From an optimization exercise on the open Yosys and OpenROAD flow, aimed at small area, a short achievable clock period and few clock cycles per item; shortcuts taken in it are not production practice. Where RTL was checked, it was by simulation tests only, not by an equivalence proof against the original. The RTL of run 1 was laid out without a check of its function.

==> flow/design.v, too long to show whole: its modules and the start of the top module <==
// module pe_requant: 1079 lines
// module pe_requant_fa: 10 lines
// module pe_requant_ha: 9 lines
module pe_requant #(
    parameter int ACC_W  = 32,
    parameter int MULT_W = 16,
    parameter int CNT_W  = 16
) (
    input  logic              clk,
    input  logic              rst_n,
    input  logic              in_valid,
    output logic              in_ready,
    input  logic [ACC_W-1:0]  in_acc,
    input  logic [ACC_W-1:0]  in_bias,
    input  logic              in_last,
    output logic              out_valid,
    input  logic              out_ready,
    output logic [7:0]        out_data,
    output logic              out_last,
    input  logic              cfg_we,
    input  logic [MULT_W-1:0] cfg_mult,
    input  logic [4:0]        cfg_shift,
    input  logic [7:0]        cfg_zp,
    output logic              busy,
    output logic [CNT_W-1:0]  out_count
);
  // ...
==> flow/flow/run.sh <==
#!/bin/bash
# Standard layout, with plain buffers (not delay buffers) on the ports and a
# clock tree without dummy loads.
export BUFFER_PORTS_ARGS="-buffer_cell sky130_fd_sc_hd__buf_1"
export CTS_ARGS="-sink_clustering_enable -repair_clock_nets -dont_use_dummy_load -sink_clustering_size 16 -sink_clustering_max_diameter 70 -buf_list {sky130_fd_sc_hd__clkbuf_8}"
bash standard.sh > standard.log 2>&1
==> flow/standard.sh <==
#!/bin/bash
# synth_recipe.tcl (not shown) runs the flow's synth.tcl, then flattens the netlist and writes it again
# the make line also repeats each setting of config.mk as NAME=value (left out here)
make -C /OpenROAD-flow-scripts/flow DESIGN_CONFIG=/design/flow/config.mk WORK_HOME=/design/flow/orfs CLKGATE_MAP_FILE= SYNTH_SCRIPT=/design/flow/synth_recipe.tcl "${@:-finish}"
==> flow/config.mk <==
export PLATFORM = sky130hd
export DESIGN_NAME = pe_requant
export DESIGN_NICKNAME = pe_requant
export VERILOG_FILES = /design/flow/design.v
export SDC_FILE = /design/flow/constraint.sdc
export NUM_CORES = 4
export LEC_CHECK = 0
export ABC_CLOCK_PERIOD_IN_PS = 4400
export CAP_MARGIN = 20
export CORE_MARGIN = 2
export CORE_UTILIZATION = 55
export CTS_BUF_LIST = sky130_fd_sc_hd__clkbuf_4 sky130_fd_sc_hd__clkbuf_8
export CTS_CLUSTER_SIZE = 30
export SETUP_SLACK_MARGIN = 5.0
export SLEW_MARGIN = 20
export SYNTH_HIERARCHICAL = 1
export SYNTH_MINIMUM_KEEP_SIZE = 0
==> flow/constraint.sdc <==
create_clock -name core_clock -period 9.0 [get_ports {clk}]
set_input_delay 1.8000 -clock core_clock [delete_from_list [all_inputs] [get_ports {clk}]]
set_output_delay 1.8000 -clock core_clock [all_outputs]
set_load 0.01 [all_outputs]
==> impl_metrics.json, run 1 <==
{
  "seq_area_frac_synth_pct": 23.4,
  "cp_top_family": "compound AO/OA/AOI/OAI gates",
  "met3_length_um": 6150,
  "synth-edff-count": 27,
  "grt_pass1_wl_um": 106000,
  "slew-limit-headroom_pct": 24.6,
  "whs_path_depth": 0,
  "post_cts_buffers": 49,
  "yosysWarnings": 9,
  "status": "no timing/DRC/antenna violations",
  "arrival_ns": 6.03,
  "die_h_um": 205,
  "met1_usage_pct": 45.2,
  "fin_ws_ns": 3.44,
  "clk_pin_slew_ns": 0.10,
  "fin_cells": 2875,
  "multi_input_area_mm2": 0.0166,
  "track_usage_pct": 32.6,
  "grt.met3_usage_pct": 5.92,
  "first_global_vias": 18600,
  "layout_commonest_cell": "xnor2_1",
  "drt-pass1-iter-count": 6,
  "htree_levels": 1,
  "die_area_mm2": 0.0420,
  "wl_met1_um": 28800,
  "gr-usage-met2_pct": 51.1,
  "num_rows": 73
}
==> run 2, diff against run 1 <==
--- a/flow/design.v
+++ b/flow/design.v
@@ -19,17 +19,17 @@
     input  logic [4:0]        cfg_shift,
     input  logic [7:0]        cfg_zp,
     output logic              busy,
     output logic [CNT_W-1:0]  out_count
 );
     localparam int SUM_W = ACC_W + 1;    
     localparam int W     = 41;           
     localparam int NDIG  = 9;            
-    localparam int NH    = 3;            
+    localparam int NH    = 4;            
     logic [NDIG-1:0] bone;
     logic [NDIG-2:0] btwo, bneg;
     logic [4:0]      cfg_shift_q;
     logic [7:0]      cfg_zp_q;
     logic [7:0]      cfg_big_q;           
     logic        s1_vld, s2_vld, r3_vld;
     logic        s1_last, s2_last;
     logic        room_q;                  
@@ -544,110 +544,115 @@
         logic [7:0] s8;
         s8  = s1_sum[31:24];
         big = !((!s1_sum[32] && !(|(s8 & cfg_big_q))) || (s1_sum[32] && (&(s8 | ~cfg_big_q))));
     end
     always_ff @(posedge clk) begin
         s2_big  <= big;
         s2_bsgn <= s1_sum[32];
     end
-    logic [W-1:0] a3_p0, a3_g0;
-    always_ff @(posedge clk) a3_p0[0] <= pp0[0] ^ bneg[0];
-    always_ff @(posedge clk) a3_g0[0] <= pp0[0] & bneg[0];
-    always_ff @(posedge clk) a3_p0[1] <= pp0[1];
-    assign a3_g0[1] = 1'b0;
-    always_ff @(posedge clk) a3_p0[2] <= t372 ^ bneg[1];
-    always_ff @(posedge clk) a3_g0[2] <= t372 & bneg[1];
-    always_ff @(posedge clk) a3_p0[3] <= t374 ^ t373;
-    always_ff @(posedge clk) a3_g0[3] <= t374 & t373;
-    always_ff @(posedge clk) a3_p0[4] <= t376 ^ t375;
-    always_ff @(posedge clk) a3_g0[4] <= t376 & t375;
-    always_ff @(posedge clk) a3_p0[5] <= t378 ^ t377;
-    always_ff @(posedge clk) a3_g0[5] <= t378 & t377;
-    always_ff @(posedge clk) a3_p0[6] <= t380 ^ t379;
-    always_ff @(posedge clk) a3_g0[6] <= t380 & t379;
-    always_ff @(posedge clk) a3_p0[7] <= t382 ^ t381;
-    always_ff @(posedge clk) a3_g0[7] <= t382 & t381;
-    always_ff @(posedge clk) a3_p0[8] <= t384 ^ t383;
-    always_ff @(posedge clk) a3_g0[8] <= t384 & t383;
-    always_ff @(posedge clk) a3_p0[9] <= t386 ^ t385;
-    always_ff @(posedge clk) a3_g0[9] <= t386 & t385;
-    always_ff @(posedge clk) a3_p0[10] <= t388 ^ t387;
-    always_ff @(posedge clk) a3_g0[10] <= t388 & t387;
-    always_ff @(posedge clk) a3_p0[11] <= t390 ^ t389;
-    always_ff @(posedge clk) a3_g0[11] <= t390 & t389;
-    always_ff @(posedge clk) a3_p0[12] <= t392 ^ t391;
-    always_ff @(posedge clk) a3_g0[12] <= t392 & t391;
-    always_ff @(posedge clk) a3_p0[13] <= t394 ^ t393;
-    always_ff @(posedge clk) a3_g0[13] <= t394 & t393;
-    always_ff @(posedge clk) a3_p0[14] <= t396 ^ t395;
-    always_ff @(posedge clk) a3_g0[14] <= t396 & t395;
-    always_ff @(posedge clk) a3_p0[15] <= t398 ^ t397;
-    always_ff @(posedge clk) a3_g0[15] <= t398 & t397;
-    always_ff @(posedge clk) a3_p0[16] <= t400 ^ t399;
-    always_ff @(posedge clk) a3_g0[16] <= t400 & t399;
-    always_ff @(posedge clk) a3_p0[17] <= t402 ^ t401;
-    always_ff @(posedge clk) a3_g0[17] <= t402 & t401;
-    always_ff @(posedge clk) a3_p0[18] <= t404 ^ t403;
-    always_ff @(posedge clk) a3_g0[18] <= t404 & t403;
-    always_ff @(posedge clk) a3_p0[19] <= t406 ^ t405;
-    always_ff @(posedge clk) a3_g0[19] <= t406 & t405;
-    always_ff @(posedge clk) a3_p0[20] <= t408 ^ t407;
-    always_ff @(posedge clk) a3_g0[20] <= t408 & t407;
-    always_ff @(posedge clk) a3_p0[21] <= t410 ^ t409;
-    always_ff @(posedge clk) a3_g0[21] <= t410 & t409;
-    always_ff @(posedge clk) a3_p0[22] <= t412 ^ t411;
-    always_ff @(posedge clk) a3_g0[22] <= t412 & t411;
-    always_ff @(posedge clk) a3_p0[23] <= t414 ^ t413;
-    always_ff @(posedge clk) a3_g0[23] <= t414 & t413;
-    always_ff @(posedge clk) a3_p0[24] <= t416 ^ t415;
-    always_ff @(posedge clk) a3_g0[24] <= t416 & t415;
-    always_ff @(posedge clk) a3_p0[25] <= t418 ^ t417;
-    always_ff @(posedge clk) a3_g0[25] <= t418 & t417;
-    always_ff @(posedge clk) a3_p0[26] <= t420 ^ t419;
-    always_ff @(posedge clk) a3_g0[26] <= t420 & t419;
-    always_ff @(posedge clk) a3_p0[27] <= t422 ^ t421;
-    always_ff @(posedge clk) a3_g0[27] <= t422 & t421;
-    always_ff @(posedge clk) a3_p0[28] <= t424 ^ t423;
-    always_ff @(posedge clk) a3_g0[28] <= t424 & t423;
-    always_ff @(posedge clk) a3_p0[29] <= t426 ^ t425;
-    always_ff @(posedge clk) a3_g0[29] <= t426 & t425;
-    always_ff @(posedge clk) a3_p0[30] <= t428 ^ t427;
-    always_ff @(posedge clk) a3_g0[30] <= t428 & t427;
-    always_ff @(posedge clk) a3_p0[31] <= t430 ^ t429;
-    always_ff @(posedge clk) a3_g0[31] <= t430 & t429;
-    always_ff @(posedge clk) a3_p0[32] <= t432 ^ t431;
-    always_ff @(posedge clk) a3_g0[32] <= t432 & t431;
-    always_ff @(posedge clk) a3_p0[33] <= t434 ^ t433;
-    always_ff @(posedge clk) a3_g0[33] <= t434 & t433;
-    always_ff @(posedge clk) a3_p0[34] <= t436 ^ t435;
-    always_ff @(posedge clk) a3_g0[34] <= t436 & t435;
-    always_ff @(posedge clk) a3_p0[35] <= t438 ^ t437;
-    always_ff @(posedge clk) a3_g0[35] <= t438 & t437;
-    always_ff @(posedge clk) a3_p0[36] <= t440 ^ t439;
-    always_ff @(posedge clk) a3_g0[36] <= t440 & t439;
-    always_ff @(posedge clk) a3_p0[37] <= t442 ^ t441;
-    always_ff @(posedge clk) a3_g0[37] <= t442 & t441;
-    always_ff @(posedge clk) a3_p0[38] <= t444 ^ t443;
-    always_ff @(posedge clk) a3_g0[38] <= t444 & t443;
-    always_ff @(posedge clk) a3_p0[39] <= t446 ^ t445;
-    always_ff @(posedge clk) a3_g0[39] <= t446 & t445;
-    always_ff @(posedge clk) a3_p0[40] <= t448 ^ t447;
-    always_ff @(posedge clk) a3_g0[40] <= t448 & t447;
+    logic [W-1:0] s2_x, s2_y;
+    always_ff @(posedge clk) s2_x[0] <= pp0[0];
+    always_ff @(posedge clk) s2_x[1] <= pp0[1];
+    always_ff @(posedge clk) s2_x[2] <= t372;
+    always_ff @(posedge clk) s2_x[3] <= t374;
+    always_ff @(posedge clk) s2_x[4] <= t376;
+    always_ff @(posedge clk) s2_x[5] <= t378;
+    always_ff @(posedge clk) s2_x[6] <= t380;
+    always_ff @(posedge clk) s2_x[7] <= t382;
+    always_ff @(posedge clk) s2_x[8] <= t384;
+    always_ff @(posedge clk) s2_x[9] <= t386;
+    always_ff @(posedge clk) s2_x[10] <= t388;
+    always_ff @(posedge clk) s2_x[11] <= t390;
+    always_ff @(posedge clk) s2_x[12] <= t392;
+    always_ff @(posedge clk) s2_x[13] <= t394;
+    always_ff @(posedge clk) s2_x[14] <= t396;
+    always_ff @(posedge clk) s2_x[15] <= t398;
+    always_ff @(posedge clk) s2_x[16] <= t400;
+    always_ff @(posedge clk) s2_x[17] <= t402;
+    always_ff @(posedge clk) s2_x[18] <= t404;
+    always_ff @(posedge clk) s2_x[19] <= t406;
+    always_ff @(posedge clk) s2_x[20] <= t408;
+    always_ff @(posedge clk) s2_x[21] <= t410;
+    always_ff @(posedge clk) s2_x[22] <= t412;
+    always_ff @(posedge clk) s2_x[23] <= t414;
+    always_ff @(posedge clk) s2_x[24] <= t416;
+    always_ff @(posedge clk) s2_x[25] <= t418;
+    always_ff @(posedge clk) s2_x[26] <= t420;
+    always_ff @(posedge clk) s2_x[27] <= t422;
+    always_ff @(posedge clk) s2_x[28] <= t424;
+    always_ff @(posedge clk) s2_x[29] <= t426;
+    always_ff @(posedge clk) s2_x[30] <= t428;
+    always_ff @(posedge clk) s2_x[31] <= t430;
+    always_ff @(posedge clk) s2_x[32] <= t432;
+    always_ff @(posedge clk) s2_x[33] <= t434;
+    always_ff @(posedge clk) s2_x[34] <= t436;
+    always_ff @(posedge clk) s2_x[35] <= t438;
+    always_ff @(posedge clk) s2_x[36] <= t440;
+    always_ff @(posedge clk) s2_x[37] <= t442;
+    always_ff @(posedge clk) s2_x[38] <= t444;
+    always_ff @(posedge clk) s2_x[39] <= t446;
+    always_ff @(posedge clk) s2_x[40] <= t448;
+    always_ff @(posedge clk) s2_y[0] <= bneg[0];
+    assign s2_y[1] = 1'b0;
+    always_ff @(posedge clk) s2_y[2] <= bneg[1];
+    always_ff @(posedge clk) s2_y[3] <= t373;
+    always_ff @(posedge clk) s2_y[4] <= t375;
+    always_ff @(posedge clk) s2_y[5] <= t377;
+    always_ff @(posedge clk) s2_y[6] <= t379;
+    always_ff @(posedge clk) s2_y[7] <= t381;
+    always_ff @(posedge clk) s2_y[8] <= t383;
+    always_ff @(posedge clk) s2_y[9] <= t385;
+    always_ff @(posedge clk) s2_y[10] <= t387;
+    always_ff @(posedge clk) s2_y[11] <= t389;
+    always_ff @(posedge clk) s2_y[12] <= t391;
+    always_ff @(posedge clk) s2_y[13] <= t393;
+    always_ff @(posedge clk) s2_y[14] <= t395;
+    always_ff @(posedge clk) s2_y[15] <= t397;
+    always_ff @(posedge clk) s2_y[16] <= t399;
+    always_ff @(posedge clk) s2_y[17] <= t401;
+    always_ff @(posedge clk) s2_y[18] <= t403;
+    always_ff @(posedge clk) s2_y[19] <= t405;
+    always_ff @(posedge clk) s2_y[20] <= t407;
+    always_ff @(posedge clk) s2_y[21] <= t409;
+    always_ff @(posedge clk) s2_y[22] <= t411;
+    always_ff @(posedge clk) s2_y[23] <= t413;
+    always_ff @(posedge clk) s2_y[24] <= t415;
+    always_ff @(posedge clk) s2_y[25] <= t417;
+    always_ff @(posedge clk) s2_y[26] <= t419;
+    always_ff @(posedge clk) s2_y[27] <= t421;
+    always_ff @(posedge clk) s2_y[28] <= t423;
+    always_ff @(posedge clk) s2_y[29] <= t425;
+    always_ff @(posedge clk) s2_y[30] <= t427;
+    always_ff @(posedge clk) s2_y[31] <= t429;
+    always_ff @(posedge clk) s2_y[32] <= t431;
+    always_ff @(posedge clk) s2_y[33] <= t433;
+    always_ff @(posedge clk) s2_y[34] <= t435;
+    always_ff @(posedge clk) s2_y[35] <= t437;
+    always_ff @(posedge clk) s2_y[36] <= t439;
+    always_ff @(posedge clk) s2_y[37] <= t441;
+    always_ff @(posedge clk) s2_y[38] <= t443;
+    always_ff @(posedge clk) s2_y[39] <= t445;
+    always_ff @(posedge clk) s2_y[40] <= t447;
     always_ff @(posedge clk) s2_last <= s1_last;
     logic [W-1:0] p;
     logic [30:0]  hmask;
     logic [9:0]   win;                    
     logic [24:0]  w16;
     logic [16:0]  w8;
     logic [12:0]  w4;
     logic [10:0]  w2;
     logic [40:0]  q;
     logic         sgn, z_fix, o_fix, z_vlo, o_vlo, z_vhi, o_vhi;
-    logic [W-1:0] a3_s;
+    logic [W-1:0] a3_a, a3_b, a3_s;
+    assign a3_a = s2_x;
+    assign a3_b = s2_y;
+    logic [40:0] a3_g0, a3_p0;
+    assign a3_g0 = a3_a & a3_b;
+    assign a3_p0 = a3_a ^ a3_b;
     logic a3_G0, a3_P0;
     assign a3_G0 = a3_g0[1] | (a3_p0[1] & a3_g0[0]);
     assign a3_P0 = a3_p0[1] & a3_p0[0];
     logic a3_G1, a3_P1;
     assign a3_G1 = a3_g0[3] | (a3_p0[3] & a3_g0[2]);
     assign a3_P1 = a3_p0[3] & a3_p0[2];
     logic a3_G2, a3_P2;
     assign a3_G2 = a3_g0[5] | (a3_p0[5] & a3_g0[4]);
@@ -962,56 +967,69 @@
         sgn    = p[W-1];
         z_fix  = ~|p[40:39];
         o_fix  = &p[40:39];
         z_vlo  = ~|(p[23:8] & hmask[15:0]);
         o_vlo  = &(p[23:8] | ~hmask[15:0]);
         z_vhi  = ~|(p[38:24] & hmask[30:16]);
         o_vhi  = &(p[38:24] | ~hmask[30:16]);
     end
+    logic       r3_last, r3_sgn, r3_zfix, r3_ofix, r3_zvlo, r3_ovlo, r3_zvhi, r3_ovhi;
+    logic       r3_big, r3_bsgn;
+    logic [9:0] r3_win;
+    always_ff @(posedge clk) begin
+        r3_last <= s2_last;
+        r3_big  <= s2_big;
+        r3_bsgn <= s2_bsgn;
+        r3_sgn  <= sgn;
+        r3_zfix <= z_fix;
+        r3_ofix <= o_fix;
+        r3_zvlo <= z_vlo;
+        r3_ovlo <= o_vlo;
+        r3_zvhi <= z_vhi;
+        r3_ovhi <= o_vhi;
+        r3_win  <= win;
+    end
     logic signed [9:0] v;
     logic [7:0]        res;
     logic [8:0]        r3_dat;            
     always_comb begin
-        v = $signed({win[9], win[9:1]}) + $signed({9'd0, win[0]})
+        v = $signed({r3_win[9], r3_win[9:1]}) + $signed({9'd0, r3_win[0]})
           + $signed({2'b00, cfg_zp_q});
-        if (s2_big)             res = s2_bsgn ? 8'd0 : 8'd255;
-        else if (!((z_fix && z_vlo && z_vhi) || (o_fix && o_vlo && o_vhi)))
-                                res = sgn ? 8'd0 : 8'd255;
+        if (r3_big)             res = r3_bsgn ? 8'd0 : 8'd255;
+        else if (!((r3_zfix && r3_zvlo && r3_zvhi) || (r3_ofix && r3_ovlo && r3_ovhi)))
+                                res = r3_sgn ? 8'd0 : 8'd255;
         else if (v[9])          res = 8'd0;
         else if (v[8])          res = 8'd255;
         else                    res = v[7:0];
     end
-    always_ff @(posedge clk) r3_dat <= {s2_last, res};
+    assign r3_dat = {r3_last, res};
     logic [NH-1:0] h_vld;                 
     logic [8:0]    h_dat [NH];
     logic [1:0]    h_wp, h_rp;
-    logic          h_any, h_push;
-    assign h_any     = |h_vld;
-    assign out_valid = h_any || r3_vld;
-    assign out_data  = h_any ? h_dat[h_rp][7:0] : r3_dat[7:0];
-    assign out_last  = h_any ? h_dat[h_rp][8]   : r3_dat[8];
+    assign out_valid = h_vld[h_rp];
+    assign out_data  = h_dat[h_rp][7:0];
+    assign out_last  = h_dat[h_rp][8];
     assign pop       = out_valid && out_ready;
-    assign h_push    = r3_vld && (h_any || !out_ready);
     always_ff @(posedge clk) begin
         for (int k = 0; k < NH; k++)
-            if (h_push && h_wp == 2'(k)) h_dat[k] <= r3_dat;
+            if (r3_vld && h_wp == 2'(k)) h_dat[k] <= r3_dat;
     end
     always_ff @(posedge clk or negedge rst_n) begin
         if (!rst_n) begin
             h_vld <= '0;
             h_wp  <= 2'd0;
             h_rp  <= 2'd0;
         end else begin
             for (int k = 0; k < NH; k++) begin
-                if (h_push && h_wp == 2'(k))           h_vld[k] <= 1'b1;
-                else if (pop && h_any && h_rp == 2'(k)) h_vld[k] <= 1'b0;
+                if (r3_vld && h_wp == 2'(k))   h_vld[k] <= 1'b1;
+                else if (pop && h_rp == 2'(k)) h_vld[k] <= 1'b0;
             end
-            if (h_push)         h_wp <= (h_wp == 2'(NH - 1)) ? 2'd0 : h_wp + 2'd1;
-            if (pop && h_any)   h_rp <= (h_rp == 2'(NH - 1)) ? 2'd0 : h_rp + 2'd1;
+            if (r3_vld) h_wp <= h_wp + 2'd1;
+            if (pop)    h_rp <= h_rp + 2'd1;
         end
     end
     logic [NH-1:0] fl_q, fl_nxt;
     logic          fl_inc, fl_dec;
     assign fl_inc = in_fire && !pop;
     assign fl_dec = pop && !in_fire;
     always_comb begin
         if (fl_inc)      fl_nxt = {fl_q[NH-2:0], 1'b1};
--- a/flow/config.mk
+++ b/flow/config.mk
@@ -6,12 +6,13 @@
 export NUM_CORES = 4
 export LEC_CHECK = 0
 export ABC_CLOCK_PERIOD_IN_PS = 4400
 export CAP_MARGIN = 20
 export CORE_MARGIN = 2
 export CORE_UTILIZATION = 55
 export CTS_BUF_LIST = sky130_fd_sc_hd__clkbuf_4 sky130_fd_sc_hd__clkbuf_8
 export CTS_CLUSTER_SIZE = 30
+export GPL_ROUTABILITY_DRIVEN = 0
 export SETUP_SLACK_MARGIN = 5.0
 export SLEW_MARGIN = 20
 export SYNTH_HIERARCHICAL = 1
 export SYNTH_MINIMUM_KEEP_SIZE = 0
==> impl_metrics.json, run 2 <==
{
  "drc_errors": 0,
  "reg_top3": "s2_x (41), s2_y (40), h_dat (36)",
  "synth_top_family_by_area": "adder cells",
  "hold_class": "reg2reg",
  "worst_pin_slew_ns": 1.04,
  "ys_async_sr_fraction_pct": 30.4,
  "grt_pass1_wl_um": 97100,
  "track_usage_pct": 29.6,
  "post-route-period-util_pct": 44.4,
  "core_area_mm2": 0.0397,
  "die_x_um": 205,
  "hold_violations": 0,
  "fin_skew_ns": 0.0773,
  "slew-limit-headroom_pct": 31.0,
  "start_util_pct": 55.8,
  "grt-ovfl-total": 0,
  "layout_commonest_cell": "xnor2_1",
  "antenna_found_initial": 0,
  "num_antenna_cells": 0,
  "start_kind": "input port",
  "num-nets-final": 2650,
  "syn_area_mm2": 0.0222,
  "cts_tree": "yes",
  "finalSetupTns_ns": 0,
  "most-common-layout-cells": "287 x xnor2_1, 251 x a22oi_1, 216 x fa_1, 160 x nand2_1, 138 x dfxtp_1",
  "num_rows": 73,
  "vias": 17300,
  "synth_nets": 2673,
  "syn_area_per_cell_um2": 9.89,
  "synth_compound_area_share_pct": 18.2,
  "slew_viol_final": 0,
  "muxShareOfSynthArea_pct": 2.59,
  "worstSetupPathType": "in2out",
  "fin_cells": 2741,
  "synth_ff_type": "dfxtp_1",
  "die_h_um": 205,
  "clk_latency_ns": 0.60,
  "die_area_mm2": 0.0419,
  "clock_sinks": 250,
  "arrival_ns": 2.19,
  "dp_hpwl_um": 41100,
  "cts_buffers": 25,
  "status": "no timing/DRC/antenna violations",
  "root_buffer": "clkbuf_8",
  "period_needed_ns": 3.99,
  "cap_violations": 0,
  "grt_max_degree": 67,
  "avgViaCountPerCell": 6.31,
  "yosysWarnings": 9,
  "cts_max_path_buffers": 3,
  "wl_per_cell_um": 22.5,
  "synth_cells": 2241,
  "clk_pin_slew_ns": 0.08,
  "pin_count": 127,
  "setup_viol": 0,
  "synth.top_cells.by_count": "289 x xnor2_1, 251 x a22oi_1, 217 x fa_1",
  "drtAntennaViolNets": 0,
  "ys_types": 83,
  "drtIter0Drc": 1650,
  "synth-edff-count": 36,
  "crit_required_ns": 7.20,
  "synth_area_leaders": "fa_1 20%, dfxtp_1 12%, xnor2_1 11%, a22oi_1 8.5%, dfrtp_1 8.5%",
  "num-fill-cells": 3548,
  "htree_levels": 1,
  "synth_fa_ha_area_share_pct": 26.3,
  "drive_gt1_share_pct": 6.36,
  "synth_top_area_share_pct": 19.6,
  "cp-end-kind": "output pin",
  "rsz0062_at_grt": "yes",
  "syn_to_final_growth_pct": 4.99,
  "ys_seq_elements": 250,
  "first_global_vias": 17900,
  "synth_most_common_cell": "xnor2_1",
  "dp.cells": 2709,
  "critPathMaxFanout": 2,
  "seq_area_frac_synth_pct": 25.9,
  "top_register": "s2_x",
  "synth_xor_area_share_pct": 13.2,
  "drt-pass1-iter-count": 6,
  "port_buffers": 126,
  "yosysTopAreaCell": "fa_1",
  "largest_register_ffs": 41,
  "drt_wl_total_um": 61800,
  "synth-simple-area-share_pct": 8.95,
  "max_freq_mhz": 250
}
## run 2: changes by cell type in the layout (fill, tap and decap cells not counted), sizes merged, moves of 11 or more
cell	delta
a21oi	+16
nand3	-13
inv	+21
xor2	+11
nand2	-15
nor2	-28
a22oi	-16
buf	-79
dfxtp	+12
## run 2: through the flow
stage	cell area, µm²	util (%)	setup slack [ns]	hold WS, ns
after CTS	23100	58.1	5.00	0.339
after global routing	23300	58.6	4.89	0.348
final	23300	58.6	5.01	0.334
after global placement	22700	57.2	4.38	0.310
after detailed placement	22700	57.2	4.38	0.320
after floorplan	22200	-	4.83	0.310
## run 2: kinds of logic after synthesis
logic type / count (synthesis)
AOI/OAI and AO/OA: 571
and+or+nand+nor: 420
adders and majority gates: 337
xor gates and xnor gates: 333
buffers and inverters: 283
DFF: 250
muxes: 47
## run 2: path summary, 6_finish.rpt
check	start	end	slack (ns)	depth (start not counted)
max	out_ready	in_ready	5.01	3
min	s2_last	r3_last	0.33	0
max reg2reg	s2_x[0]	r3_win[3]	5.14	12
min reg2reg	s2_last	r3_last	0.33	0
max in group asynchronous	rst_n	bone[7]	6.76	2
min in group asynchronous	rst_n	cfg_zp_q[1]	1.05	1
## run 2: final cells by class
type	count	area, µm²	share of cell area, %
sequential	250	5780	24.8
multi-input combinational	1708	15500	66.6
tap	525	657	2.82
inverter	82	312	1.34
timing repair buffer	151	687	2.95
clock buffer	25	344	1.48
## run 2: timing repair
action / in CTS / in global routing
pin swaps: 0 / 13
endpoints found under the hold margin: 0 / 0
hold buffers: 0 / 0
setup buffers: 0 / 6
gates cloned: 0 / 0
endpoints found under the setup margin: 12 / 32
gates resized for setup: 6 / 28
## run 2: worst max-delay path, cell delays in order
cell and delay [ns]:
clkbuf_2 0.12, nand2b_4 0.15, buf_2 0.13
## run 2: metal layers
| metal | global-route usage (%) | up-vias | share of wire (%) |
|---|---|---|---|
| li1 | - | 7742 | - |
| met4 | 9.37 | 0 | 2.6 |
| met2 | 47.1 | 859 | 46 |
| met5 | 0 | - | 0 |
| met3 | 6.44 | 135 | 8.8 |
| met1 | 40.3 | 8553 | 43 |
## run 2: Yosys stat by module (local to each module, per instance)
module         flops+latches  area, µm²
pe_requant_ha              0       12.5
pe_requant_fa              0       20.0
pe_requant               250      17800
Testbench counts of run 2, summed over its fixed seeds: cycles 11,268, items 10,948.
==> run 3, diff against run 2 <==
--- a/flow/config.mk
+++ b/flow/config.mk
@@ -11,7 +11,7 @@
 export CORE_UTILIZATION = 55
 export CTS_BUF_LIST = sky130_fd_sc_hd__clkbuf_4 sky130_fd_sc_hd__clkbuf_8
 export CTS_CLUSTER_SIZE = 30
-export GPL_ROUTABILITY_DRIVEN = 0
+export GPL_TIMING_DRIVEN = 0
 export SETUP_SLACK_MARGIN = 5.0
 export SLEW_MARGIN = 20
 export SYNTH_HIERARCHICAL = 1
==> impl_metrics.json, run 3 <==
{
  "worstSetupPathType": "reg2reg",
  "rr_startpoint": "s2_y[0]",
  "die_h_um": 205,
  "syn_area_per_cell_um2": 9.89,
  "synth-edff-count": 36,
  "largest_register_ffs": 41,
  "core_area_mm2": 0.0397,
  "hp-start": "s2_bsgn",
  "antenna_found_initial": 6,
  "top_register": "s2_x",
  "synth_most_common_cell": "xnor2_1",
  "fin_hold_ws_ns": 0.335,
  "start_util_pct": 55.8,
  "reg_top3": "s2_x (41), s2_y (40), h_dat (36)",
  "muxShareOfSynthArea_pct": 2.59,
  "synth_ff_type": "dfxtp_1",
  "root_buffer": "clkbuf_8",
  "clk_latency_ns": 0.60,
  "post-route-period-util_pct": 44.2,
  "drc_errors": 0,
  "worst_pin_slew_ns": 0.817,
  "die_x_um": 205,
  "ys_types": 83,
  "layout_commonest_cell": "xnor2_1",
  "r2r_slack_ns": 5.02,
  "start_kind": "flip-flop",
  "worstPathCellList": "ha_1, ha_1, a211oi_2, nor3_2, o21ai_4, a21oi_2, or3_1, a21oi_1, xnor2_1, mux4_2, mux2_2, mux4_2",
  "crit_required_ns": 9.47,
  "whs_path_depth": 0,
  "status": "no timing/DRC/antenna violations",
  "cp-end-kind": "flip-flop",
  "port_buffers": 126,
  "most-common-layout-cells": "287 x xnor2_1, 251 x a22oi_1, 216 x fa_1, 160 x nand2_1, 138 x dfxtp_1",
  "ff2ff_path_depth": 12,
  "seq_area_frac_synth_pct": 25.9,
  "clk_pin_slew_ns": 0.11,
  "synth_top_family_by_area": "adder cells",
  "ys_seq_elements": 250,
  "critPathMaxFanout": 7,
  "yosysTopAreaCell": "fa_1",
  "yosysWarnings": 9,
  "cap_violations": 0,
  "synth_top_area_share_pct": 19.6,
  "grt-ovfl-total": 0,
  "top_usage_layer": "met2",
  "gr-usage-met2_pct": 53.1,
  "hold_violations": 0,
  "die_area_mm2": 0.0419,
  "cts_buffers": 22,
  "grt_max_degree": 30,
  "synth_fa_ha_area_share_pct": 26.3,
  "first_global_vias": 18300,
  "synth-simple-area-share_pct": 8.95,
  "cpMaxStageDelayCell": "mux4_2",
  "period_needed_ns": 3.98,
  "vias": 18100,
  "drtIter0Drc": 1759,
  "syn_to_final_growth_pct": 8.15,
  "cts_tree": "yes",
  "rsz0062_at_grt": "yes",
  "dp_hpwl_um": 54500,
  "synth.top_cells.by_count": "289 x xnor2_1, 251 x a22oi_1, 217 x fa_1",
  "fin_skew_ns": 0.0748,
  "clock_sinks": 250,
  "ys_async_sr_fraction_pct": 30.4,
  "hold-path-endpoint": "r3_bsgn",
  "max_freq_mhz": 251,
  "slew_viol_final": 0,
  "synth_compound_area_share_pct": 18.2,
  "track_usage_pct": 33.5,
  "grt_pass1_wl_um": 107000,
  "grt.met3_usage_pct": 7.13,
  "met1_usage_pct": 44.0,
  "num_rows": 73,
  "wl_per_cell_um": 23.8,
  "synth_cells": 2241,
  "setup_viol": 0,
  "synth_nets": 2673,
  "worstReg2RegEnd": "r3_win[3]",
  "slew-limit-headroom_pct": 45.2,
  "hold_class": "reg2reg",
  "drtAntennaViolNets": 0,
  "cts_max_path_buffers": 3,
  "syn_area_mm2": 0.0222,
  "fin_util_pct": 60.4,
  "synth_xor_area_share_pct": 13.2,
  "gp_congestion": 1.01,
  "synth_area_leaders": "fa_1 20%, dfxtp_1 12%, xnor2_1 11%, a22oi_1 8.5%, dfrtp_1 8.5%",
  "finalSetupTns_ns": 0,
  "pin_count": 127,
  "avgViaCountPerCell": 6.20,
  "arrival_ns": 4.45,
  "drt_wl_total_um": 69600,
  "drive_gt1_share_pct": 7.84,
  "htree_levels": 1,
  "num-nets-final": 2832,
  "cpPeakStageDelay_ns": 0.59,
  "drt-pass1-iter-count": 7
}
run 3: metal layers:
| layer | vias up | share of wire [%] |
|---|---|---|
| met5 | - | 0.016 |
| met1 | 8918 | 41 |
| met4 | 2 | 5.1 |
| li1 | 8115 | - |
| met3 | 195 | 9.1 |
| met2 | 893 | 45 |
run 3: kinds of logic (layout without fill, tap and decap cells):
group / count (synthesis) / after routing
other: 0 / 1
XOR/XNOR: 333 / 333
flip-flops: 250 / 250
adder cells (fa/ha/maj): 337 / 337
AO/OA/AOI/OAI: 571 / 571
multiplexers: 47 / 47
AND/OR/NAND/NOR: 420 / 420
buffers and inverters: 283 / 440
run 3: how the worst max path moves through the flow:
| stage | slack (ns) | endpoint | depth (start not counted) | startpoint |
|---|---|---|---|---|
| finish | 5.02 | r3_win[3] | 12 | s2_y[0] |
| global route | 4.93 | r3_ovlo | 14 | s2_y[0] |
| CTS | 5.00 | s1_sum[31] | 15 | in_acc[0] |
| detailed placement | 4.35 | s1_sum[32] | 15 | in_acc[0] |
| global placement | 3.03 | out_count[11] | 1 | rst_n |
| floorplan | 4.83 | s1_sum[31] | 14 | in_acc[0] |
run 3: worst max-delay path, delay by kind of cell, from the launching register on:
kind	cells	cell delay [ns]
muxes	3	1.41
AOI/OAI and AO/OA	4	0.88
and+or+nand+nor	2	0.55
adders and majority gates	2	0.47
DFF	1	0.33
xor gates and xnor gates	1	0.21
run 3: stage by stage:
stage / setup slack [ns] / instances / cell area (µm²)
after floorplan: 4.83 / 2241 / 22200
after global placement: 3.03 / 2892 / 23300
after detailed placement: 4.35 / 2895 / 23400
after CTS: 5.00 / 2918 / 23800
after global routing: 4.93 / 2924 / 24000
final: 5.02 / 2924 / 24000
run 3: cell type report:
cell class	instances	area, µm²
repair buffers	135	568
well taps	525	657
fillers	3485	15800
flip-flops and latches	250	5750
diodes	1	2.50
inverters	82	308
multi-input cells	1708	15500
plain buffers	201	903
clock buffers	22	303
run 3: per-module statistics from Yosys (local to each module, per instance):
module | cell area (µm²) | cells | flip-flops and latches
pe_requant_ha | 12.5 | 1 | 0
pe_requant | 17800 | 2019 | 250
pe_requant_fa | 20.0 | 1 | 0
run 3: repair_timing:
item,CTS,global route
pin swaps,6,16
setup buffers,1,5
cloned,0,0
endpoints found under the setup margin,78,77
hold buffers,0,0
resized for setup,48,125
==> run 4, diff against run 3 <==
--- a/flow/config.mk
+++ b/flow/config.mk
@@ -11,7 +11,6 @@
 export CORE_UTILIZATION = 55
 export CTS_BUF_LIST = sky130_fd_sc_hd__clkbuf_4 sky130_fd_sc_hd__clkbuf_8
 export CTS_CLUSTER_SIZE = 30
-export GPL_TIMING_DRIVEN = 0
 export SETUP_SLACK_MARGIN = 5.0
 export SLEW_MARGIN = 20
 export SYNTH_HIERARCHICAL = 1
==> impl_metrics.json, run 4 <==
{
  "root_buffer": "clkbuf_8",
  "worstSetupPathType": "in2out",
  "top_register": "s2_x",
  "preCtsSetupSlack_ns": 4.36,
  "worstReg2RegEnd": "s2_x[28]",
  "seq_area_frac_synth_pct": 25.9,
  "synth-edff-count": 36,
  "multi_input_area_mm2": 0.0155,
  "port_buffers": 126,
  "slew-limit-headroom_pct": 18.7,
  "core_area_mm2": 0.0397,
  "num_rows": 73,
  "die_x_um": 205,
  "cp-end-kind": "output pin",
  "drive_gt1_share_pct": 6.18,
  "status": "no timing/DRC/antenna violations",
  "most-common-layout-cells": "288 x xnor2_1, 251 x a22oi_1, 216 x fa_1, 160 x nand2_1, 138 x dfxtp_1",
  "drc_errors": 0,
  "yosysWarnings": 9,
  "drt-pass1-iter-count": 7,
  "largest_register_ffs": 41,
  "htree_levels": 1,
  "num_antenna_cells": 0,
  "synth_most_common_cell": "xnor2_1",
  "setup_viol": 0,
  "holdBufCountCts": 0,
  "place_area_mm2": 0.0227,
  "yosysTopAreaCell": "fa_1",
  "slew_viol_final": 0,
  "rr_startpoint": "btwo[7]",
  "synth_top_area_share_pct": 19.6,
  "worstPathCellList": "clkbuf_2, nand2b_4, buf_2",
  "met1_usage_pct": 41.8,
  "first_global_vias": 17900,
  "drtIter0Drc": 1762,
  "finalSetupTns_ns": 0,
  "avgViaCountPerCell": 6.34,
  "top_usage_layer": "met2",
  "dp_hpwl_um": 42000,
  "grt_max_degree": 65,
  "rsz0062_at_grt": "no",
  "synth_area_leaders": "fa_1 20%, dfxtp_1 12%, xnor2_1 11%, a22oi_1 8.5%, dfrtp_1 8.5%",
  "fin_skew_ns": 0.0615,
  "clock_sinks": 250,
  "num-fill-cells": 3501,
  "layout_commonest_cell": "xnor2_1",
  "hp-start": "s2_big",
  "ys_async_sr_fraction_pct": 30.4,
  "hold_class": "reg2reg",
  "pin_count": 127,
  "arrival_ns": 2.17,
  "grt-ovfl-total": 0,
  "cts_tree": "yes",
  "gr-usage-met2_pct": 47.0,
  "r2r_slack_ns": 5.12,
  "cpPeakStageDelay_ns": 0.14,
  "clk_pin_slew_ns": 0.10,
  "reg_top3": "s2_x (41), s2_y (40), h_dat (36)",
  "cp-startpoint": "out_ready",
  "cts_max_path_buffers": 3,
  "crit_required_ns": 7.20,
  "synth_ff_type": "dfxtp_1",
  "die_area_mm2": 0.0419,
  "ys_seq_elements": 250,
  "worstPathBufferInverterCount": 2,
  "ff2ff_path_depth": 6,
  "gp_congestion": 0.908,
  "syn_to_final_growth_pct": 5.10,
  "grt_pass1_wl_um": 98600,
  "die_h_um": 205,
  "syn_area_mm2": 0.0222,
  "post-route-period-util_pct": 44.1,
  "hold_violations": 0,
  "synth_cells": 2241,
  "ys_types": 83,
  "critPathMaxFanout": 2,
  "start_kind": "input port",
  "antenna_found_initial": 0,
  "start_util_pct": 55.8,
  "fin_area_mm2": 0.0233,
  "track_usage_pct": 30.1,
  "cpMaxStageDelayCell": "nand2b_4",
  "syn_area_per_cell_um2": 9.89,
  "clk_latency_ns": 0.60,
  "grt.met3_usage_pct": 6.08,
  "wl_per_cell_um": 22.9,
  "max_freq_mhz": 252,
  "whs_path_depth": 0,
  "cap_violations": 0,
  "worst_pin_slew_ns": 1.22,
  "synth_nets": 2673,
  "cp_top_family": "buffers and inverters",
  "vias": 17400,
  "hold-path-endpoint": "r3_big",
  "drt_wl_total_um": 62700,
  "num-nets-final": 2650,
  "area.sequential_mm2": 0.00577,
  "period_needed_ns": 3.97,
  "drtAntennaViolNets": 0,
  "fin_ws_ns": 5.03,
  "cts_buffers": 24,
  "synth.top_cells.by_count": "289 x xnor2_1, 251 x a22oi_1, 217 x fa_1"
}
## run 4: modules after synthesis, one instance, submodules excluded
module / flops+latches / cells / cell area, µm²
pe_requant: 250 / 2019 / 17800
pe_requant_ha: 0 / 1 / 12.5
pe_requant_fa: 0 / 1 / 20.0
## run 4: logic make-up after synthesis
| group | after synthesis | synth area share, % |
|---|---|---|
| adders and majority gates | 337 | 26.3 |
| xor gates and xnor gates | 333 | 13.2 |
| muxes | 47 | 2.59 |
| DFF | 250 | 25.9 |
| and+or+nand+nor | 420 | 8.95 |
| AOI/OAI and AO/OA | 571 | 18.2 |
| buffers and inverters | 283 | 4.88 |
## run 4: cell type report
cell class              instances  share of cell area [%]
flip-flops and latches        250                    24.8
multi-input cells            1708                    66.7
well taps                     525                    2.82
clock buffers                  24                    1.42
repair buffers                152                    2.97
inverters                      82                    1.34
## run 4: worst max-delay path by stage
stage	slack (ns)	depth (start not counted)	to
floorplan	4.83	14	s1_sum[31]
global placement	4.38	15	s1_sum[32]
detailed placement	4.36	15	s1_sum[32]
CTS	5.00	14	r3_ovlo
global route	4.98	5	out_data[1]
finish	5.03	3	in_ready
## run 4: timing repair
item	in CTS	in global routing
buffers inserted	0	6
gates cloned	0	0
pin swaps	0	15
setup endpoints to repair	12	55
resized for setup	6	31
## run 4: per-layer routing
layer | vias up | routed length, µm
met5 | - | 0
met4 | 0 | 1850
met3 | 151 | 5770
met2 | 884 | 28400
met1 | 8607 | 26600
li1 | 7741 | -
## run 4: through the flow
step | instances | hold WS (ns) | utilization (%)
2_1_floorplan | 2241 | 0.310 | -
3_3_place_gp | 2711 | 0.312 | 57.2
3_5_place_dp | 2711 | 0.316 | 57.2
4_1_cts | 2735 | 0.341 | 58.1
5_1_grt | 2741 | 0.343 | 58.6
6_report | 2741 | 0.337 | 58.6

==> re-timing with driven ports <==
Ports are ideal in the flow. The routed layouts listed here were re-timed in OpenROAD.
Step 1: set_driving_cell puts a clkbuf_16 on clk and a buf_2 on each other input, an assumption about the parent block.
Step 2 times the ports against the registers' clock, not the clock port: input delays grow and output delays shrink by t, the midpoint of the rising clock arrivals with the driver on.
Three values: ideal, step 1, step 2; two values: the first two.
run | t (ns) | slack for setup (ns) | latest minus earliest clock arrival (ns) | worst slew at a driven data input, ns
run 1 | 0.634 | 3.440 / 3.440 / 3.440 | 0.064 / 0.064 | 0.06
run 2 | 0.619 | 5.006 / 4.982 / 4.537 | 0.077 / 0.077 | 0.05
run 3 | 0.621 | 5.018 / 5.018 / 4.533 | 0.075 / 0.075 | 0.05
run 4 | 0.626 | 5.028 / 5.007 / 4.521 | 0.075 / 0.076 | 0.04
After both steps every run listed still meets setup and hold. For run 4, which loses most, drivers alone change the setup slack by -0.021 ns; drivers and shift together by -0.507 ns.
